Source: an optimization exercise on an open RTL-to-GDS flow (aim: small area, a short achievable clock period and few clock cycles per item). Production flows keep margins and buffers that such runs may drop.
Where RTL was checked, it was by simulation tests only, not by an equivalence proof against the original.
Power and IR drop assume default switching activity.

== job 8532 ==
==> module low_score_flank_window_selector, before the edit <==
module low_score_flank_window_selector
(
    input  logic               clk,
    input  logic               rst_n,
    input  logic               psel,
    input  logic               penable,
    input  logic               pwrite,
    input  logic [lsfws_pkg::PADDR_W-1:0] paddr,
    input  logic [lsfws_pkg::PDATA_W-1:0] pwdata,
    output logic [lsfws_pkg::PDATA_W-1:0] prdata,
    output logic               pready,
    input  logic               item_valid,
    output logic               item_stall,
    input  lsfws_pkg::item_t              item,
    output logic               result_valid,
    input  logic               result_stall,
    output lsfws_pkg::result_t            result
);
    localparam int SLOTS   = lsfws_pkg::WINDOW_SIZE;
    localparam int SCORE_W = lsfws_pkg::SCORE_W;
    localparam int POS_W   = lsfws_pkg::POS_W;
    localparam int PDATA_W = lsfws_pkg::PDATA_W;
    lsfws_pkg::score_t           threshold_reg;
    logic [SLOTS-1:0][POS_W-1:0] pos_reg;
    logic [SLOTS-1:0]            pend_reg;
    logic [SLOTS-1:0]            last_reg;
    logic [2:0]                  unkept_reg;      
    lsfws_pkg::score_t           s1_reg;          
    lsfws_pkg::score_t           s2_reg;          
    lsfws_pkg::score_t           m_reg;           
    logic [2:0]                  fill_reg;
    logic                        stall_reg;
    logic                        out_valid_reg;
    lsfws_pkg::result_t          out_reg;
    function automatic logic lt(input logic [SCORE_W-1:0] a, input logic [SCORE_W-1:0] b);
        logic [31:0] l;
        logic [31:0] e;
        l = '0;
        e = '1;
        for (int i = 0; i < SCORE_W; i++)
        begin
            l[i] = ~a[i] & b[i];
            e[i] = ~(a[i] ^ b[i]);
        end
        for (int w = 1; w < 32; w = w * 2)
            for (int i = 0; i + w < 32; i = i + 2 * w)
            begin
                l[i] = l[i+w] | (e[i+w] & l[i]);
                e[i] = e[i+w] & e[i];
            end
        lt = l[0];
    endfunction
    assign pready = 1'b1;
    always_ff @(posedge clk or negedge rst_n)
    begin
        if (!rst_n)
            threshold_reg <= lsfws_pkg::THRESHOLD_RESET;
        else if (psel && penable && pwrite && !paddr[2])
            threshold_reg <= pwdata[SCORE_W-1:0];
    end
    assign prdata = paddr[2] ? '0 : PDATA_W'(threshold_reg);
    logic             accept;
    logic             insert;
    logic             flush;
    logic             full;
    logic             b1;
    logic             b2;
    logic             bm;
    logic             low;
    logic [2:0]       unkept_sh;   
    logic [SLOTS-1:0] newp;        
    assign item_stall = stall_reg && result_stall;
    assign accept     = item_valid && !item_stall;
    assign insert     = accept && !item.func;
    assign flush      = accept && item.func;
    assign full       = (fill_reg == 3'd5);
    assign b1 = lt(s1_reg, threshold_reg);
    assign b2 = lt(s2_reg, threshold_reg);
    assign bm = lt(m_reg, threshold_reg);
    always_comb
    begin
        if (item.func)
        begin
            unkept_sh = unkept_reg;
            if (full)
                low = b1 | b2;                           
            else
                low = (b1 && fill_reg >= 3'd1)
                    | (b2 && fill_reg >= 3'd2)
                    | (bm && fill_reg >= 3'd3);          
        end
        else
        begin
            unkept_sh = (unkept_reg == 3'd5) ? 3'd5 : unkept_reg + 3'd1;
            if (full)
                low = b2;                                
            else if (fill_reg == 3'd4)
                low = bm | b2;                           
            else
                low = 1'b0;
        end
        for (int i = 0; i < SLOTS; i++)
            newp[i] = low && (3'(i) < unkept_sh);
    end
    logic [SLOTS-1:0] pick;        
    logic             load_out;
    logic [POS_W-1:0] pick_pos;
    logic             pick_last;
    always_comb
    begin
        pick = '0;
        for (int i = 0; i < SLOTS; i++)
            if (pend_reg[i])
            begin
                pick    = '0;
                pick[i] = 1'b1;
            end
        pick_pos  = '0;
        pick_last = 1'b0;
        for (int i = 0; i < SLOTS; i++)
        begin
            pick_pos  = pick_pos | (pick[i] ? pos_reg[i] : '0);
            pick_last = pick_last | (pick[i] & last_reg[i]);
        end
    end
    assign load_out = (|pend_reg) && (!out_valid_reg || !result_stall);
    logic [SLOTS-1:0] pend_left;
    logic [SLOTS-1:0] pend_next;
    logic             out_valid_next;
    assign pend_left = load_out ? (pend_reg & ~pick) : pend_reg;
    always_comb
    begin
        if (insert)
            pend_next = {pend_left[SLOTS-2:0], 1'b0} | newp;
        else if (flush)
            pend_next = pend_left | newp;
        else
            pend_next = pend_left;
        out_valid_next = load_out || (out_valid_reg && result_stall);
    end
    always_ff @(posedge clk or negedge rst_n)
    begin
        if (!rst_n)
        begin
            pend_reg      <= '0;
            unkept_reg    <= '0;
            fill_reg      <= '0;
            stall_reg     <= 1'b0;
            out_valid_reg <= 1'b0;
        end
        else
        begin
            pend_reg <= pend_next;
            if (flush || (insert && low))
                unkept_reg <= '0;
            else if (insert)
                unkept_reg <= unkept_sh;
            if (insert && !full)
                fill_reg <= fill_reg + 3'd1;
            else if (flush)
                fill_reg <= '0;
            stall_reg     <= pend_next[SLOTS-1] && out_valid_next;
            out_valid_reg <= out_valid_next;
        end
    end
    always_ff @(posedge clk)
    begin
        if (insert)
        begin
            pos_reg  <= {pos_reg[SLOTS-2:0], item.position};
            last_reg <= {last_reg[SLOTS-2:0], low};
            s1_reg   <= item.score;
            s2_reg   <= s1_reg;
            if (fill_reg == 3'd2 || lt(s2_reg, m_reg))
                m_reg <= s2_reg;
        end
        else if (flush)
            last_reg[0] <= last_reg[0] | newp[0];
        if (load_out)
            out_reg <= {pick_pos, pick_last};
    end
    assign result_valid = out_valid_reg;
    assign result       = out_reg;
endmodule
export LEC_CHECK = 0
export CAP_MARGIN = 20
export CORE_MARGIN = 2
export CORE_UTILIZATION = 60
export CTS_BUF_LIST = sky130_fd_sc_hd__clkbuf_8
export CTS_CLUSTER_DIAMETER = 60
export CTS_CLUSTER_SIZE = 16
export SETUP_SLACK_MARGIN = 2.8
export SLEW_MARGIN = 20
create_clock -name core_clock -period 5.5 [get_ports {clk}]
standard.sh (not shown) runs the stock make flow with config.mk's settings and CLKGATE_MAP_FILE= SYNTH_SCRIPT=/design/flow/synth_recipe.tcl, a recipe that flattens the netlist after the stock synthesis.
==> flow/flow/run.sh <==
#!/bin/bash
# The standard layout, with plain buf_2 cells as the port buffers (the
# standard flow picks a delay cell for them). Every tool's output goes to
# flow.log here and ORFS's own logs under orfs/logs.
set -euo pipefail
bash standard.sh "BUFFER_PORTS_ARGS=-buffer_cell sky130_fd_sc_hd__buf_2" finish > flow.log 2>&1
Testbench counts of job 8532, summed over its fixed seeds: cycles 14,112, items 12,000.
Inputs modified between job 8532 and job 5910:
==> flow/design.v, changed modules only <==
module low_score_flank_window_selector
(
    input  logic               clk,
    input  logic               rst_n,
    input  logic               psel,
    input  logic               penable,
    input  logic               pwrite,
    input  logic [lsfws_pkg::PADDR_W-1:0] paddr,
    input  logic [lsfws_pkg::PDATA_W-1:0] pwdata,
    output logic [lsfws_pkg::PDATA_W-1:0] prdata,
    output logic               pready,
    input  logic               item_valid,
    output logic               item_stall,
    input  lsfws_pkg::item_t              item,
    output logic               result_valid,
    input  logic               result_stall,
    output lsfws_pkg::result_t            result
);
    localparam int SLOTS   = lsfws_pkg::WINDOW_SIZE;
    localparam int SCORE_W = lsfws_pkg::SCORE_W;
    localparam int POS_W   = lsfws_pkg::POS_W;
    localparam int PDATA_W = lsfws_pkg::PDATA_W;
    lsfws_pkg::score_t           threshold_reg;
    logic [SLOTS-1:0][POS_W-1:0] pos_reg;
    logic [SLOTS-1:0]            pend_reg;
    logic [SLOTS-1:0]            last_reg;
    logic [2:0]                  unkept_reg;      
    lsfws_pkg::score_t           s1_reg;          
    lsfws_pkg::score_t           s2_reg;          
    lsfws_pkg::score_t           m_reg;           
    logic [2:0]                  fill_reg;
    logic [SLOTS-1:0]            sel_reg;         
    function automatic logic lt(input logic [SCORE_W-1:0] a, input logic [SCORE_W-1:0] b);
        logic [31:0] l;
        logic [31:0] e;
        l = '0;
        e = '1;
        for (int i = 0; i < SCORE_W; i++)
        begin
            l[i] = ~a[i] & b[i];
            e[i] = ~(a[i] ^ b[i]);
        end
        for (int w = 1; w < 32; w = w * 2)
            for (int i = 0; i + w < 32; i = i + 2 * w)
            begin
                l[i] = l[i+w] | (e[i+w] & l[i]);
                e[i] = e[i+w] & e[i];
            end
        lt = l[0];
    endfunction
    assign pready = 1'b1;
    always_ff @(posedge clk or negedge rst_n)
    begin
        if (!rst_n)
            threshold_reg <= lsfws_pkg::THRESHOLD_RESET;
        else if (psel && penable && pwrite && !paddr[2])
            threshold_reg <= pwdata[SCORE_W-1:0];
    end
    assign prdata = paddr[2] ? '0 : PDATA_W'(threshold_reg);
    logic             accept;
    logic             insert;
    logic             flush;
    logic             full;
    logic             b1;
    logic             b2;
    logic             bm;
    logic             low;
    logic [2:0]       unkept_sh;   
    logic [SLOTS-1:0] newp;        
    assign item_stall = pend_reg[SLOTS-1] && result_stall;
    assign accept     = item_valid && !item_stall;
    assign insert     = accept && !item.func;
    assign flush      = accept && item.func;
    assign full       = (fill_reg == 3'd5);
    assign b1 = lt(s1_reg, threshold_reg);
    assign b2 = lt(s2_reg, threshold_reg);
    assign bm = lt(m_reg, threshold_reg);
    always_comb
    begin
        if (item.func)
        begin
            unkept_sh = unkept_reg;
            if (full)
                low = b1 | b2;                           
            else
                low = (b1 && fill_reg >= 3'd1)
                    | (b2 && fill_reg >= 3'd2)
                    | (bm && fill_reg >= 3'd3);          
        end
        else
        begin
            unkept_sh = (unkept_reg == 3'd5) ? 3'd5 : unkept_reg + 3'd1;
            if (full)
                low = b2;                                
            else if (fill_reg == 3'd4)
                low = bm | b2;                           
            else
                low = 1'b0;
        end
        for (int i = 0; i < SLOTS; i++)
            newp[i] = low && (3'(i) < unkept_sh);
    end
    logic             deliver;
    logic [SLOTS-1:0] pend_left;
    logic [SLOTS-1:0] pend_next;
    logic [SLOTS-1:0] sel_next;
    assign result_valid = |pend_reg;
    assign deliver      = result_valid && !result_stall;
    assign pend_left    = deliver ? (pend_reg & ~sel_reg) : pend_reg;
    always_comb
    begin
        result = '0;
        for (int i = 0; i < SLOTS; i++)
            result = result | (sel_reg[i] ? {pos_reg[i], last_reg[i]} : '0);
    end
    always_comb
    begin
        if (insert)
            pend_next = {pend_left[SLOTS-2:0], 1'b0} | newp;
        else if (flush)
            pend_next = pend_left | newp;
        else
            pend_next = pend_left;
        sel_next = '0;
        for (int i = 0; i < SLOTS; i++)
            if (pend_next[i])
            begin
                sel_next    = '0;
                sel_next[i] = 1'b1;
            end
    end
    always_ff @(posedge clk or negedge rst_n)
    begin
        if (!rst_n)
        begin
            pend_reg   <= '0;
            unkept_reg <= '0;
            fill_reg   <= '0;
        end
        else
        begin
            pend_reg <= pend_next;
            if (flush || (insert && low))
                unkept_reg <= '0;
            else if (insert)
                unkept_reg <= unkept_sh;
            if (insert && !full)
                fill_reg <= fill_reg + 3'd1;
            else if (flush)
                fill_reg <= '0;
        end
    end
    always_ff @(posedge clk)
    begin
        sel_reg <= sel_next;
        if (insert)
        begin
            pos_reg  <= {pos_reg[SLOTS-2:0], item.position};
            last_reg <= {last_reg[SLOTS-2:0], low};
            s1_reg   <= item.score;
            s2_reg   <= s1_reg;
            if (fill_reg == 3'd2 || lt(s2_reg, m_reg))
                m_reg <= s2_reg;
        end
        else if (flush)
            last_reg[0] <= last_reg[0] | newp[0];
    end
endmodule
Notes after the runs:
Number of non-clock buffers in the layout, job 8532 and job 5910, higher one = job 5910. Taking job 8532 as the reference, in job 5910 final antenna diode count grew by 1; number of standard-cell rows in the floorplan now smaller; clock group share of total power decreased 5.0 points; share of the synthesized area in compound gates (AO/OA/AOI/OAI) about even. Relative to job 8532, the via count of the first global-routing pass of job 5910 is lower by about 3%. Taking job 8532 as 1.0, job 5910 lands at 1.07 on routed wire length per instance. Taking job 8532 as the reference, in job 5910 post-layout minimum cycle time went up 0.18 ns; tap cell count now smaller. Re leakage component of the power: job 8532 was higher than job 5910. Cmp job 5910 vs job 8532: number of cells on the critical path lower in job 5910. Job 5910: met1 wire length 7.4% below job 8532. Power dissipated by switching net loads was higher in job 5910 than in job 8532. As of job 5910, sequential cell area had fallen by more than 10% compared to job 8532.
Only the layout flow was run in job 5910; the RTL was not checked for function there.

static timing again, ports no longer ideal:
Ports are ideal in the flow. The routed layouts listed here were re-timed in OpenROAD. Step 1, drivers: a clkbuf_16 drives clk and a buf_2 each remaining input, both assumed. Step 2 moves the port delays by t, midway between the first and last clock arrival at a register: inputs arrive t later, outputs are due t later. That takes back most of the time a late clock gives input paths. a / b / c = ideal ports / drivers / drivers and shift; a / b = the first two.
| run | t, ns | setup WS [ns] | hold WS [ns] | worst register clock-pin slew, ns | worst slew at a driven data input, ns |
|---|---|---|---|---|---|
| job 8532 | 0.600 | 2.875 / 2.818 / 2.343 | 0.454 / 0.454 / 0.454 | 0.10 / 0.10 | 0.06 |
| job 5910 | 0.563 | 2.693 / 2.649 / 2.364 | 0.452 / 0.452 / 0.452 | 0.11 / 0.11 | 0.07 |
After both steps setup and hold are still met in every run listed. The setup slack of job 8532, which loses most, moves by -0.057 ns with the drivers and by -0.532 ns with both steps.
